What follows belongs to an exercise in optimizing a design on an open flow for small area and a short achievable clock period; a production flow would make more cautious choices. Only the layout flow was run in this run; the RTL was not checked for function there. Power is estimated from default activity; no workload was simulated.

[run.sh]
#!/bin/bash
# synth_recipe.tcl (not shown) runs the flow's synth.tcl, then flattens the netlist and writes it again
# the make line also repeats each setting of config.mk as NAME=value (left out here)
make -C /OpenROAD-flow-scripts/flow DESIGN_CONFIG=/design/flow/config.mk WORK_HOME=/design/flow/orfs CLKGATE_MAP_FILE= SYNTH_SCRIPT=/design/flow/synth_recipe.tcl finish
[config.mk]
export PLATFORM = sky130hd
export DESIGN_NAME = dma_fifo
export DESIGN_NICKNAME = dma_fifo
export VERILOG_FILES = /design/flow/design.v
export SDC_FILE = /design/flow/constraint.sdc
export NUM_CORES = 4
export LEC_CHECK = 0
export CAP_MARGIN = 20
export CORE_MARGIN = 2
export CORE_UTILIZATION = 50
export CTS_CLUSTER_DIAMETER = 100
export CTS_CLUSTER_SIZE = 25
export SETUP_SLACK_MARGIN = 2.0
export SLEW_MARGIN = 20
export SYNTH_HIERARCHICAL = 1
export SYNTH_MINIMUM_KEEP_SIZE = 0
[constraint.sdc]
create_clock -name core_clock -period 4.0 [get_ports {clk}]
set_input_delay 0.8000 -clock core_clock [delete_from_list [all_inputs] [get_ports {clk}]]
set_output_delay 0.8000 -clock core_clock [all_outputs]
set_load 0.01 [all_outputs]
[design.v]
module dma_fifo_hold (
  input  logic en,
  input  logic en_n,
  input  logic d,
  input  logic q,
  output logic y
);
  assign y = (en & d) | (en_n & q);
endmodule
module dma_fifo_ao22 (
  input  logic a1, a2, b1, b2,
  output logic y
);
  assign y = (a1 & a2) | (b1 & b2);
endmodule
module dma_fifo_nor2 (
  input  logic a, b,
  output logic y
);
  assign y = ~(a | b);
endmodule
module dma_fifo_nand4 (
  input  logic a, b, c, d,
  output logic y
);
  assign y = ~(a & b & c & d);
endmodule
module dma_fifo #(
  parameter int DATA_WIDTH = 32,
  parameter int DEPTH      = 64
) (
  input  logic                    clk,
  input  logic                    rst,
  input  logic                    flush,
  input  logic                    fifo_wen,
  input  logic [DATA_WIDTH-1:0]   fifo_wdata,
  input  logic                    fifo_rden,
  output logic [DATA_WIDTH-1:0]   fifo_rdata,
  output logic                    fifo_is_empty,
  output logic                    fifo_is_full,
  output logic [$clog2(DEPTH):0]  fifo_count,
  output logic                    ovf,
  output logic                    udf
);
  logic [DEPTH-1:0][DATA_WIDTH-1:0] mem_q, mem_d;
  logic [3:0]            wp0_q, wp1_q, wp2_q;
  logic [DEPTH-1:0]      rsel_q;
  logic [6:0]            count_q;
  logic                  empty_q, full_q, ovf_q, udf_q;
  logic [DATA_WIDTH-1:0] rdata_q;
  logic                  wr_acc, rd_acc, clr, wr_mem;
  logic [DEPTH-1:0]      wen, wen_n, rsel;
  logic [DEPTH/2-1:0][DATA_WIDTH-1:0] grp;    
  logic [15:0][DATA_WIDTH-1:0]   part_n;   
  logic [3:0][DATA_WIDTH-1:0]    quad;     
  logic [DATA_WIDTH-1:0] rd_word;
  assign clr    = rst | flush;
  assign wr_acc = fifo_wen  & ~full_q  & ~flush;
  assign rd_acc = fifo_rden & ~empty_q & ~flush;
  assign wr_mem = fifo_wen & ~full_q;
  assign rsel = rsel_q;
  for (genvar i = 0; i < DEPTH; i++) begin : g_sel
    assign wen[i]   = wr_mem & wp0_q[i % 4] & wp1_q[(i / 4) % 4] & wp2_q[i / 16];
    assign wen_n[i] = ~wen[i];
  end
  for (genvar i = 0; i < DEPTH; i++) begin : g_row
    for (genvar j = 0; j < DATA_WIDTH; j++) begin : g_bit
      dma_fifo_hold u_hold (
        .en(wen[i]), .en_n(wen_n[i]), .d(fifo_wdata[j]), .q(mem_q[i][j]), .y(mem_d[i][j])
      );
    end
  end
  always_ff @(posedge clk) mem_q <= mem_d;
  for (genvar j = 0; j < DATA_WIDTH; j++) begin : g_rd
    for (genvar k = 0; k < DEPTH / 2; k++) begin : g_grp
      dma_fifo_ao22 u_ao (
        .a1(mem_q[2*k][j]),   .a2(rsel[2*k]),
        .b1(mem_q[2*k+1][j]), .b2(rsel[2*k+1]),
        .y(grp[k][j])
      );
    end
    for (genvar k = 0; k < 16; k++) begin : g_o2
      dma_fifo_nor2 u_o2 (
        .a(grp[2*k][j]), .b(grp[2*k+1][j]),
        .y(part_n[k][j])
      );
    end
    for (genvar k = 0; k < 4; k++) begin : g_n4
      dma_fifo_nand4 u_n4 (
        .a(part_n[4*k][j]), .b(part_n[4*k+1][j]), .c(part_n[4*k+2][j]), .d(part_n[4*k+3][j]),
        .y(quad[k][j])
      );
    end
    assign rd_word[j] = quad[0][j] | quad[1][j] | quad[2][j] | quad[3][j];
  end
  always_ff @(posedge clk) begin
    if (clr) begin
      wp0_q   <= 4'b0001;
      wp1_q   <= 4'b0001;
      wp2_q   <= 4'b0001;
      rsel_q  <= {{(DEPTH-1){1'b0}}, 1'b1};
      count_q <= '0;
      empty_q <= 1'b1;
      full_q  <= 1'b0;
      ovf_q   <= 1'b0;
      udf_q   <= 1'b0;
    end else begin
      if (wr_acc) begin
        wp0_q <= {wp0_q[2:0], wp0_q[3]};
        if (wp0_q[3]) begin
          wp1_q <= {wp1_q[2:0], wp1_q[3]};
          if (wp1_q[3]) wp2_q <= {wp2_q[2:0], wp2_q[3]};
        end
      end
      if (rd_acc) rsel_q <= {rsel_q[DEPTH-2:0], rsel_q[DEPTH-1]};
      if (wr_acc & ~rd_acc) count_q <= count_q + 1'b1;
      else if (rd_acc & ~wr_acc) count_q <= count_q - 1'b1;
      empty_q <= ~wr_acc & (empty_q | (rd_acc & (count_q == 7'd1)));
      full_q  <= ~rd_acc & (full_q  | (wr_acc & (count_q == 7'd63)));
      ovf_q   <= ovf_q | (fifo_wen  & full_q);
      udf_q   <= udf_q | (fifo_rden & empty_q);
    end
  end
  always_ff @(posedge clk) begin
    if (rst)         rdata_q <= '0;
    else if (rd_acc) rdata_q <= rd_word;
  end
  assign fifo_rdata    = rdata_q;
  assign fifo_is_empty = empty_q;
  assign fifo_is_full  = full_q;
  assign fifo_count    = count_q;
  assign ovf           = ovf_q;
  assign udf           = udf_q;
endmodule
==> impl_metrics.yaml <==
floorplan:
  dieArea_um2: 154500
  start_util_pct: 50.41
  core_um2: 150100
  pin_count: 80
  die_y_um: 393.0
  die_x_um: 393.0
  placementRows: 142
timing:
  slew_headroom_pct: 17.59
  finClkSkew_ns: 0.02846
  finalMaxSlewViolations: 0
  max_freq_mhz: 389.7
  setup_viol: 0
  fin_crit_ns: 2.566
  setup_tns_ns: 0
  rsz0062_at_grt: "true"
  worst-slew-pin-transition_ns: 1.236
  post-route-period-util_pct: 64.14
  hold_viol: 0
yosys:
  syn_area_um2: 75680
  yosys.area.top_type: "dfxtp_1"
  synthArstFlopShare_pct: 0
  yosysSeqAreaShare_pct: 57.33
  syn-num-nets: 6490
  synth_cells: 6449
  synth_ff_type: "dfxtp_1"
  ys_types: 36
  ys_ff_latch: 2167
  synth-edff-count: 0
  ys_top_cells_by_area: "dfxtp_1 57%, a22o_1 36%, nor2_1 2.8%, nand4_1 1.1%, nand2_1 1.0%"
  syn_avg_cell_area_um2: 11.73
  synth_top_cell_area_share_pct: 57.33
  ys_warn_count: 7
global_routing:
  grt_first_pass_wirelength_mm: 438.6
  antenna_found_initial: 12
  grt_overflow_total: 0
  grt_pass1_vias: 58296
  grt_max_degree: 65
  grtUsageTotal_pct: 38.67
worst_setup_path:
  crit_top_cell: "buf_4"
  critPathLaunchType: "flop"
  r2r-end: "rdata_q[10]"
  slowest_stage: "nand4_1"
  path_class: "reg2reg"
  cp-end-kind: "flop"
  crit_arrival_ns: 3.16
  critPathMaxFanout: 7
  reg2regPathDepth: 7
  path_cells: "buf_4 -> a22o_1 -> nor2_4 -> nand4_1 -> nor4_4 -> buf_4 -> a211oi_1"
  cp.required_ns: 4.59
  r2r_slack_ns: 1.43
  r2r-start: "rsel_q[56]"
  max_stage_delay_ns: 0.68
hold_path:
  whs_endpoint: "mem_q[1378]"
  holdPathStages: 1
  holdCritPathClass: "reg2reg"
  min_from: "mem_q[1378]"
routing:
  viasPerCell: 7.072
  wl_per_cell_um: 34.38
  vias: 65016
  drtPass1Iterations: 8
  postRouteWirelength_mm: 316.0
  drcViolationCount: 0
  antenna_left: 0
  drt-initial-drc-count: 8781
final_layout:
  synthToLayoutAreaGrowth_pct: 19.10
  nets: 7215
  fin_area_um2: 90130
  layout-drive-gt1-share_pct: 17.69
  nFillCells: 12406
place:
  dp_hpwl_mm: 189.7
  gp_congestion: 0.9102
  port_buffers: 79
  placed_cell_area_um2: 82060
pwr:
  ir_worst_vdd_mv: 0.3199
  p_leak_nw: 35.27
  p_per_area_nw_per_um2: 383.0
clock_tree:
  cts_tree: "built"
  cts_max_level: 3
  ctsLongestPathBuffers: 3
  cts_buffers: 96
  cts_hold_buffers: 0
  insertion_delay_ns: 0.76
  cts_root_buf: "clkbuf_16"
  cts_sinks: 2167
  clk_pin_slew_ns: 0.10
status:
  status: "complete, no violations"
flow_run:
  max_cap_viol_count: 0
flip-flops by register name, summed over array words and instances, names as in the netlist:
register and cells:
full_q 1, udf_q 1, rsel_q 64, count_q 7, empty_q 1, rdata_q 32
mem_q 2048, ovf_q 1, wp0_q 4, wp1_q 4, wp2_q 4
how the worst max path moves through the flow:
stage / start / to / cells after the start
3_5_place_dp: fifo_wen / mem_q[1118] / 7
6_report: rsel_q[56] / rdata_q[10] / 7
2_1_floorplan: fifo_wen / mem_q[2016] / 6
3_3_place_gp: fifo_wen / mem_q[1029] / 6
5_1_grt: rsel_q[53] / rdata_q[5] / 8
4_1_cts: rsel_q[53] / rdata_q[10] / 7
Yosys stat by module, one instance, submodules excluded:
module / area, um^2 / times used / flip-flops and latches / cells inside
dma_fifo: 46050 / 1 / 2167 / 2737
dma_fifo_ao22: 8.758 / 1024 / 0 / 1
dma_fifo_hold: 8.758 / 2048 / 0 / 1
dma_fifo_nand4: 6.256 / 128 / 0 / 1
dma_fifo_nor2: 3.754 / 512 / 0 / 1
layer usage:
| metal | up-vias | wire length, um | global-route usage, % |
|---|---|---|---|
| li1 | 27584 | - | - |
| met1 | 32888 | 134900 | 57.39 |
| met2 | 3988 | 131200 | 54.48 |
| met3 | 542 | 36620 | 8.905 |
| met4 | 14 | 13190 | 13.58 |
| met5 | - | 111 | 0 |
power breakdown:
group	switching (W)	leakage, nW	internal (W)
logic	0.00103	16.5	0.000407
clock network	0.00690	1.20	0.00436
registers	0.000111	17.5	0.0217
cell usage in the layout, fill, tap and decap left out, types with 48 or more instances in the layout:
master | synthesis | layout
a22o_1 | 3072 | 3067
nor2_1 | 561 | 353
clkbuf_16 | 0 | 119
nor2_4 | 0 | 81
a21oi_1 | 77 | 74
nand4_1 | 130 | 130
dfxtp_2 | 0 | 48
clkinvlp_4 | 0 | 71
nand2_1 | 203 | 139
buf_6 | 0 | 106
buf_4 | 0 | 412
dfxtp_4 | 0 | 58
nor2_2 | 1 | 128
dfxtp_1 | 2167 | 2061
buf_12 | 0 | 69
Yosys cell counts (all sizes together), types with 3 or more instances:
library cell  instances
nand2               203
nor3                  5
and2                  4
dfxtp              2167
ha                    4
nor4                 33
a211oi               32
and3                 13
a22o               3072
clkbuf               40
nand4               130
buf                   7
inv                  70
nand3                 3
nor2                562
nand2b                3
a21oi                77
xnor2                 4
mux2i                 3
layout make-up:
type                            count  area [um^2]  share of cell area [%]
Timing Repair Buffer              646         6839                   7.588
Inverter                           70        465.4                  0.5164
Clock inverter                      1        8.758                0.009717
Antenna cell                        3        7.507                0.008329
Clock buffer                       97         2427                   2.693
Sequential cell                  2167        43660                   48.44
Tap cell                         2016         2522                   2.799
Multi-Input combinational cell   4174        34060                   37.79
Timing Repair inverter             19        142.6                  0.1583
logic make-up after synthesis:
logic type / count (synthesis) / synth area share [%]
xor gates and xnor gates: 6 / 0.06944
adders and majority gates: 4 / 0.06614
DFF: 2167 / 57.33
and+or+nand+nor: 965 / 5.456
muxes: 3 / 0.03968
AOI/OAI and AO/OA: 3187 / 36.44
buffers and inverters: 117 / 0.5985
per-stage QoR:
step	power (W)	util, %	hold slack, ns	setup slack [ns]	cells
2_1_floorplan	0.02267	-	0.4401	1.443	6449
3_3_place_gp	0.02361	54.66	0.4522	0.4777	8796
3_5_place_dp	0.02363	54.66	0.4533	0.4349	8796
4_1_cts	0.03446	58.51	0.4806	1.569	9077
5_1_grt	0.03534	60.03	0.4871	1.498	9191
6_report	0.03452	60.03	0.4773	1.434	9193
timing repair:
item	CTS	global route
buffers inserted	151	84
endpoints found under the setup margin	2172	1196
resized for setup	723	215
cloned	32	29
pin swaps	128	114
critical path, delay by kind of cell (launching register included):
family,cells,cell delay [ns]
AND/OR/NAND/NOR,3,1.36
AO/OA/AOI/OAI,2,0.29
buffers and inverters,2,0.35
flip-flops,1,0.40

==> separate check: timing with driven ports <==
The flow's constraints put no driver on any port. The routed layout listed below was extracted and timed again, unchanged, in two steps.
Step 1 assumes that a clkbuf_16 drives the clock port and a buf_2 every other input.
Step 2 times the ports against the registers' clock, not the clock port: input delays grow and output delays shrink by t, the midpoint of the rising clock arrivals with the driver on.
Three values: no drivers, after step 1, after step 2; two values: the first two.
shift t [ns]: 0.827
setup slack, ns: 1.434 / 1.434 / 1.123
slew at the worst register clock pin (ns): 0.11 / 0.11
After both steps setup and hold are still met in this run. For this run, drivers alone change the setup slack by 0.000 ns; drivers and shift together by -0.311 ns.
